Background: an optimization exercise with open tools, aiming at small area, a short achievable clock period and few clock cycles per item. Do not read the settings as production practice.
Only simulation tests tie the RTL to the original design; equivalence was not proved.
No activity file was given, so power comes from the tool's default toggle rates.

## design/flow/design.v

```verilog
package alu_pkg;
    typedef enum logic [4:0] {
        ALU_ADD   = 5'd0,
        ALU_ADDU  = 5'd1,
        ALU_SUB   = 5'd2,
        ALU_SUBU  = 5'd3,
        ALU_AND   = 5'd4,
        ALU_OR    = 5'd5,
        ALU_XOR   = 5'd6,
        ALU_NOR   = 5'd7,
        ALU_SLT   = 5'd8,
        ALU_SLTU  = 5'd9,
        ALU_SLL   = 5'd10,
        ALU_SRL   = 5'd11,
        ALU_SRA   = 5'd12,
        ALU_SLLV  = 5'd13,
        ALU_SRLV  = 5'd14,
        ALU_SRAV  = 5'd15,
        ALU_LUI   = 5'd16,
        ALU_MFHI  = 5'd17,
        ALU_MFLO  = 5'd18,
        ALU_MTHI  = 5'd19,
        ALU_MTLO  = 5'd20,
        ALU_MULT  = 5'd21,
        ALU_MULTU = 5'd22,
        ALU_DIV   = 5'd23,
        ALU_DIVU  = 5'd24
    } alu_op_t;
    typedef enum logic [1:0] {
        MD_IDLE,
        MD_MUL,
        MD_DIV,
        MD_FIX
    } md_state_t;
    function automatic logic is_md_op(alu_op_t op);
        is_md_op = (op == alu_pkg::ALU_MULT) || (op == alu_pkg::ALU_MULTU) ||
                   (op == alu_pkg::ALU_DIV)  || (op == alu_pkg::ALU_DIVU);
    endfunction
endpackage
module muldiv_iter #(
    parameter int WIDTH = 32
) (
    input  logic             clk,
    input  logic             rst,
    input  logic             valid,
    input  alu_pkg::alu_op_t          op,
    input  logic [WIDTH-1:0] arg1,
    input  logic [WIDTH-1:0] arg2,
    output logic             ready,
    output logic [WIDTH-1:0] hi,
    output logic [WIDTH-1:0] lo
);
    localparam int CNT_W = $clog2(WIDTH);
    localparam logic [CNT_W-1:0] LAST = CNT_W'(WIDTH - 1);
    alu_pkg::md_state_t state_q, state_d;
    logic [CNT_W-1:0] cnt_q, cnt_d;
    logic [WIDTH-1:0] a_q, a_d;
    logic [2*WIDTH-1:0] p_q, p_d;
    logic neg_q, neg_d;
    logic rneg_q, rneg_d;
    logic div_q, div_d;
    logic [WIDTH-1:0] hi_q, hi_d;
    logic [WIDTH-1:0] lo_q, lo_d;
    logic op_signed, op_div;
    logic sgn1, sgn2;
    logic [WIDTH-1:0] abs1, abs2;
    logic [WIDTH:0] madd, dsub;
    logic [2*WIDTH-1:0] prod;
    logic [WIDTH-1:0] quo, rem;
    assign op_signed = (op == alu_pkg::ALU_MULT) || (op == alu_pkg::ALU_DIV);
    assign op_div    = (op == alu_pkg::ALU_DIV) || (op == alu_pkg::ALU_DIVU);
    assign sgn1 = op_signed & arg1[WIDTH-1];
    assign sgn2 = op_signed & arg2[WIDTH-1];
    assign abs1 = sgn1 ? -arg1 : arg1;
    assign abs2 = sgn2 ? -arg2 : arg2;
    assign madd = {1'b0, p_q[2*WIDTH-1:WIDTH]} +
                  (p_q[0] ? {1'b0, a_q} : '0);
    assign dsub = {p_q[2*WIDTH-1:WIDTH], p_q[WIDTH-1]} - {1'b0, a_q};
    assign prod = neg_q ? -p_q : p_q;
    assign quo  = neg_q ? -p_q[WIDTH-1:0] : p_q[WIDTH-1:0];
    assign rem  = rneg_q ? -p_q[2*WIDTH-1:WIDTH] : p_q[2*WIDTH-1:WIDTH];
    always_comb begin
        state_d = state_q;
        cnt_d   = cnt_q;
        a_d     = a_q;
        p_d     = p_q;
        neg_d   = neg_q;
        rneg_d  = rneg_q;
        div_d   = div_q;
        hi_d    = hi_q;
        lo_d    = lo_q;
        case (state_q)
            alu_pkg::MD_IDLE: begin
                if (valid && alu_pkg::is_md_op(op)) begin
                    state_d = op_div ? alu_pkg::MD_DIV : alu_pkg::MD_MUL;
                    cnt_d   = '0;
                    div_d   = op_div;
                    a_d     = op_div ? abs2 : abs1;
                    p_d     = {{WIDTH{1'b0}}, op_div ? abs1 : abs2};
                    neg_d   = (sgn1 ^ sgn2) && !(op_div && arg2 == '0);
                    rneg_d  = op_div && sgn1;
                end else if (valid && op == alu_pkg::ALU_MTHI) begin
                    hi_d = arg1;
                end else if (valid && op == alu_pkg::ALU_MTLO) begin
                    lo_d = arg1;
                end
            end
            alu_pkg::MD_MUL: begin
                p_d   = {madd, p_q[WIDTH-1:1]};
                cnt_d = cnt_q + CNT_W'(1);
                if (cnt_q == LAST) begin
                    state_d = alu_pkg::MD_FIX;
                    cnt_d   = '0;
                end
            end
            alu_pkg::MD_DIV: begin
                if (!dsub[WIDTH]) begin
                    p_d = {dsub[WIDTH-1:0], p_q[WIDTH-2:0], 1'b1};
                end else begin
                    p_d = {p_q[2*WIDTH-2:0], 1'b0};
                end
                cnt_d = cnt_q + CNT_W'(1);
                if (cnt_q == LAST) begin
                    state_d = alu_pkg::MD_FIX;
                    cnt_d   = '0;
                end
            end
            alu_pkg::MD_FIX: begin
                if (div_q) begin
                    hi_d = rem;
                    lo_d = quo;
                end else begin
                    hi_d = prod[2*WIDTH-1:WIDTH];
                    lo_d = prod[WIDTH-1:0];
                end
                state_d = alu_pkg::MD_IDLE;
            end
            default: state_d = alu_pkg::MD_IDLE;
        endcase
    end
    always_ff @(posedge clk or posedge rst) begin
        if (rst) begin
            state_q <= alu_pkg::MD_IDLE;
            cnt_q   <= '0;
            a_q     <= '0;
            p_q     <= '0;
            neg_q   <= 1'b0;
            rneg_q  <= 1'b0;
            div_q   <= 1'b0;
            hi_q    <= '0;
            lo_q    <= '0;
        end else begin
            state_q <= state_d;
            cnt_q   <= cnt_d;
            a_q     <= a_d;
            p_q     <= p_d;
            neg_q   <= neg_d;
            rneg_q  <= rneg_d;
            div_q   <= div_d;
            hi_q    <= hi_d;
            lo_q    <= lo_d;
        end
    end
    assign ready = (state_q == alu_pkg::MD_IDLE);
    assign hi    = hi_q;
    assign lo    = lo_q;
endmodule
module alu_mdu #(
    parameter int WIDTH = 32,
    localparam int SHAMT_W = $clog2(WIDTH)
) (
    input  logic               clk,
    input  logic               rst,
    input  alu_pkg::alu_op_t            ctrl,
    input  logic [WIDTH-1:0]   arg1,
    input  logic [WIDTH-1:0]   arg2,
    input  logic [SHAMT_W-1:0] shamt,
    input  logic               valid,
    output logic               ready,
    output logic [WIDTH-1:0]   result,
    output logic               zero,
    output logic               overflow,
    output logic [WIDTH-1:0]   hi,
    output logic [WIDTH-1:0]   lo
);
    logic [WIDTH-1:0] sum, diff;
    logic [SHAMT_W-1:0] vsh;
    logic s1, s2;
    assign sum  = arg1 + arg2;
    assign diff = arg1 - arg2;
    assign vsh  = arg1[SHAMT_W-1:0];
    assign s1   = arg1[WIDTH-1];
    assign s2   = arg2[WIDTH-1];
    assign zero = (arg1 == arg2);
    always_comb begin
        result   = '0;
        overflow = 1'b0;
        case (ctrl)
            alu_pkg::ALU_ADD: begin
                result   = sum;
                overflow = (s1 == s2) && (sum[WIDTH-1] != s1);
            end
            alu_pkg::ALU_ADDU: result = sum;
            alu_pkg::ALU_SUB: begin
                result   = diff;
                overflow = (s1 != s2) && (diff[WIDTH-1] != s1);
            end
            alu_pkg::ALU_SUBU: result = diff;
            alu_pkg::ALU_AND:  result = arg1 & arg2;
            alu_pkg::ALU_OR:   result = arg1 | arg2;
            alu_pkg::ALU_XOR:  result = arg1 ^ arg2;
            alu_pkg::ALU_NOR:  result = ~(arg1 | arg2);
            alu_pkg::ALU_SLT:
                result = {{(WIDTH-1){1'b0}},
                          $signed(arg1) < $signed(arg2)};
            alu_pkg::ALU_SLTU:
                result = {{(WIDTH-1){1'b0}}, arg1 < arg2};
            alu_pkg::ALU_SLL:  result = arg2 << shamt;
            alu_pkg::ALU_SRL:  result = arg2 >> shamt;
            alu_pkg::ALU_SRA:  result = $signed(arg2) >>> shamt;
            alu_pkg::ALU_SLLV: result = arg2 << vsh;
            alu_pkg::ALU_SRLV: result = arg2 >> vsh;
            alu_pkg::ALU_SRAV: result = $signed(arg2) >>> vsh;
            alu_pkg::ALU_LUI:  result = arg2 << (WIDTH / 2);
            alu_pkg::ALU_MFHI: result = hi;
            alu_pkg::ALU_MFLO: result = lo;
            default:  result = '0;
        endcase
    end
    muldiv_iter #(
        .WIDTH(WIDTH)
    ) u_md (
        .clk  (clk),
        .rst  (rst),
        .valid(valid),
        .op   (ctrl),
        .arg1 (arg1),
        .arg2 (arg2),
        .ready(ready),
        .hi   (hi),
        .lo   (lo)
    );
endmodule
```

## design/flow/run.sh

```bash
#!/bin/bash
# synth_recipe.tcl (not shown) runs the flow's synth.tcl, then flattens the netlist and writes it again
# the make line also repeats each setting of config.mk as NAME=value (left out here)
make -C /OpenROAD-flow-scripts/flow DESIGN_CONFIG=/design/flow/config.mk WORK_HOME=/design/flow/orfs CLKGATE_MAP_FILE= SYNTH_SCRIPT=/design/flow/synth_recipe.tcl finish
```

## design/flow/config.mk

```make
export PLATFORM = sky130hd
export DESIGN_NAME = alu_mdu
export DESIGN_NICKNAME = alu_mdu
export VERILOG_FILES = /design/flow/design.v
export SDC_FILE = /design/flow/constraint.sdc
export NUM_CORES = 4
export LEC_CHECK = 0
export CAP_MARGIN = 20
export CORE_MARGIN = 2
export CORE_UTILIZATION = 40
export SETUP_SLACK_MARGIN = 0.4
export SLEW_MARGIN = 20
```

## design/flow/constraint.sdc

```tcl
create_clock -name core_clock -period 7.0 [get_ports {clk}]
set_input_delay 1.4000 -clock core_clock [delete_from_list [all_inputs] [get_ports {clk}]]
set_output_delay 1.4000 -clock core_clock [all_outputs]
set_load 0.01 [all_outputs]
```

==> run summary <==
==> timing repair <==
item / CTS / global route
setup buffers: 3 / 12
pin swaps: 14 / 26
endpoints found under the setup margin: 32 / 29
cloned: 0 / 1
resized for setup: 55 / 99
==> metal layers <==
layer / vias to the layer above / global-route usage (%) / wire (um) / part of all wire (%)
li1: 13500 / - / - / -
met1: 14900 / 61.0 / 62300 / 41
met2: 2070 / 61.8 / 60300 / 40
met3: 371 / 13.1 / 19000 / 12
met4: 4 / 25.8 / 10600 / 7.0
met5: - / 0 / 30 / 0.020
==> cells in the mapped netlist (all sizes together) (12+ instances only) <==
library cell  number  share of area [%]
a222oi            12               0.47
o21ai            327                6.4
a22o              17               0.58
a221oi            32                1.1
o21a              19               0.56
a21oi            285                5.6
nand2b            37               0.93
xor2              53                1.8
nor2b             30               0.73
mux2i            163                6.4
o211ai            42                1.2
nor2             305                4.5
a22oi             75                2.2
nor4              25               0.61
inv              150                2.2
a21o              58                1.7
o31ai             29               0.87
nor3              62                1.2
mux4              63                5.5
or4               13               0.41
a31oi             40               0.97
mux2              13               0.57
and2              16               0.40
or3               14               0.36
a211oi            55                1.6
dfrtp            170                 17
clkbuf           228                3.3
o41ai             17               0.67
o22ai             18               0.44
and3              24               0.58
nand3             97                1.9
nand2            416                6.1
o21bai            25               0.73
xnor2            153                5.2
buf               51               0.99
ha               177                8.6
nand4             31               0.76
==> logic make-up (layout without fill, tap and decap cells) <==
family	after synthesis	in the layout	synth area share (%)
AO/OA/AOI/OAI	1157	1157	28.8
XOR/XNOR	206	206	7.02
AND/OR/NAND/NOR	1105	1105	19.7
flip-flops	170	170	16.6
multiplexers	239	239	12.5
other	0	1	0
adder cells (fa/ha/maj)	181	181	8.93
buffers and inverters	431	814	6.54
==> final cells by class <==
class                           instances  area, sq um
Tap cell                              846         1060
Inverter                              152          578
Fill cell                            6346        31100
Timing Repair Buffer                  630         5450
Clock inverter                         14          176
Multi-Input combinational cell       2888        20300
Antenna cell                            1         2.50
Sequential cell                       170         4250
Clock buffer                           18          439
==> state kept, by name, summed over array words and instances, names as in the netlist <==
signal        count
u_md.p_q         64
u_md.state_q      2
u_md.rneg_q       1
u_md.hi_q        32
u_md.cnt_q        5
u_md.neg_q        1
u_md.lo_q        32
u_md.div_q        1
u_md.a_q         32
==> power breakdown <==
part           internal (mW)  switching, mW  total (mW)
clock network          0.522          0.533        1.06
registers               1.46          0.870        2.33
logic                   2.81           4.59        7.40
==> per-stage QoR <==
stage,util (%),instance area (sq um)
after floorplan,-,25700
after detailed placement,49.0,31000
after global routing,50.9,32300
after global placement,49.0,31000
after CTS,50.2,31800
final,51.0,32300
==> worst reg2reg max path, delay by kind of cell (launching register included) <==
family,cells,cell delay (ns)
buffers and inverters,2,0.70
AND/OR/NAND/NOR,2,0.58
multiplexers,2,0.49
AO/OA/AOI/OAI,6,1.86
flip-flops,1,0.55
adder cells (fa/ha/maj),2,0.52
==> worst min-delay path by stage <==
stage                 startpoint      endpoint  cells past startpoint
finish              u_md.a_q[23]  u_md.a_q[23]                      2
floorplan           u_md.a_q[23]  u_md.a_q[23]                      2
detailed placement  u_md.a_q[23]  u_md.a_q[23]                      2
CTS                 u_md.a_q[23]  u_md.a_q[23]                      2
global route        u_md.a_q[27]  u_md.a_q[27]                      2
global placement    u_md.a_q[27]  u_md.a_q[27]                      2
==> metrics.yaml <==
status: "no timing/DRC/antenna violations"
syn_avg_cell_area_sq_um: 7.36
drcViolationCount: 0
synth_fp_nets: 3747
root_buffer: "clkbuf_16"
ios: 176
overflow: 0
fin_crit_sh_pct: 95.4
via_per_inst: 6.53
worst_r2r_path_depth: 14
drv_slew: 0
fin_skew_ns: 0.0253
rows: 92
final_nets: 4117
path_common_cell: "buf_4"
core_sq_um: 63300
cts_max_level: 4
crit_end: "overflow"
cts_buffer_depth: 2
vias: 30800
synthToLayoutAreaGrowth_pct: 25.6
layout-drive-gt1-share_pct: 18.2
path_clk_slew_ns: 0.08
post_drt_wl_per_cell_um: 32.2
ys_types: 93
pre_cts_ws_ns: -0.224
slew_headroom_pct: 30.5
fin_ws_ns: 0.323
timing.rr.start: "u_md.p_q[31]"
max_freq_ghz: 0.150
period_minus_slack_ns: 6.68
antenna_found_initial: 4
async_flop_share_pct: 100
crit_chain: "clkdlybuf4s50_1 -> buf_4 -> inv_1 -> ha_1 -> buf_4 -> a21oi_1 -> nor2b_1 -> a221oi_2 -> buf_4 -> a31oi_4 -> o21a_1 -> a211o_1 -> a21oi_2 -> a311oi_1 -> nor4b_2 -> buf_4 -> clkdlybuf4s50_1"
synth_warnings: 2
setup_tns_ns: 0
holdWs_ns: 0.475
hpwl_mm: 124
syn_area_sq_um: 25700
rrSetupSlack_ns: 2.15
crit_cells: 17
critPathRequiredTime_ns: 5.60
fin_cells: 4719
grt.total_usage_pct: 44.6
wl_mm: 152
start_util_pct: 40.6
cts_buffers: 17
die_width_um: 257
synthFlopType: "dfrtp_1"
drt_iter0_markers: 4135
power.density_nw_per_um2: 334
startpoint_type: "input port"
synth-seq-area-share_pct: 16.6
layout_common_cells: "buf_4, nand2_1, o21ai_0"
end_kind: "output pin"
clk_latency_ns: 0.51
syn_inst: 3489
cts_tree: "done"
crit_type: "in2out"
tightestPinTransition_ns: 1.04
crit_start: "arg2[6]"
rsz0062_at_grt: "yes"
timing.rr.end: "u_md.p_q[33]"
synth-seq-cells: 170
setup_viol: 0
path_max_fanout: 5
hold_violations: 0
cts_hold_buf: 0
cts_sinks: 170
path_buf_inv: 7
synth-edff-count: 0
peakVddDrop_v: 0.000426
critPathArrivalTime_ns: 5.28
crit_slowest_cell: "clkdlybuf4s50_1"
ant_nets: 0
grt_pass1_wl_mm: 212
io_buffers: 175
maxCapViolCount: 0
critical_path.top_delay_family: "buffers and inverters"
die_area_sq_um: 66300
slowest_delay_ns: 0.53
place_inst: 4670
grt_pass1_vias: 28200
total_power_mw: 10.8
final_common_cell: "buf_4"
grt_start_max_net_pins: 94
p_leak_nw: 14.1
dieHeight_um: 257
place_congestion: 1.11
hold_path.class: "reg2reg"
dr.pass1.iters: 9
Testbench counts, summed over its fixed seeds: cycles 81,600, ops 2,400.

static timing again, ports no longer ideal:
The results above use ideal ports. As a check the final layout listed here was re-extracted and re-timed, cells and wires unchanged.
Step 1, drivers: a clkbuf_16 drives clk and a buf_2 each remaining input, both assumed.
Step 2 adds t to the input delays and takes it off the output delays; t is the mean of the earliest and latest rising clock arrival at the registers after step 1. Input paths then give back, and output paths get back, about the clock's delay inside the block.
Slacks: ideal ports / drivers / drivers and shift; pairs: ideal ports / drivers.
shift t [ns]: 0.555
setup WS [ns]: 0.323 / 0.293 / 0.293
worst setup path at the end: input to output
After both steps this run still meets setup and hold. The setup slack of this run moves by -0.030 ns with the drivers and by -0.030 ns with both steps.
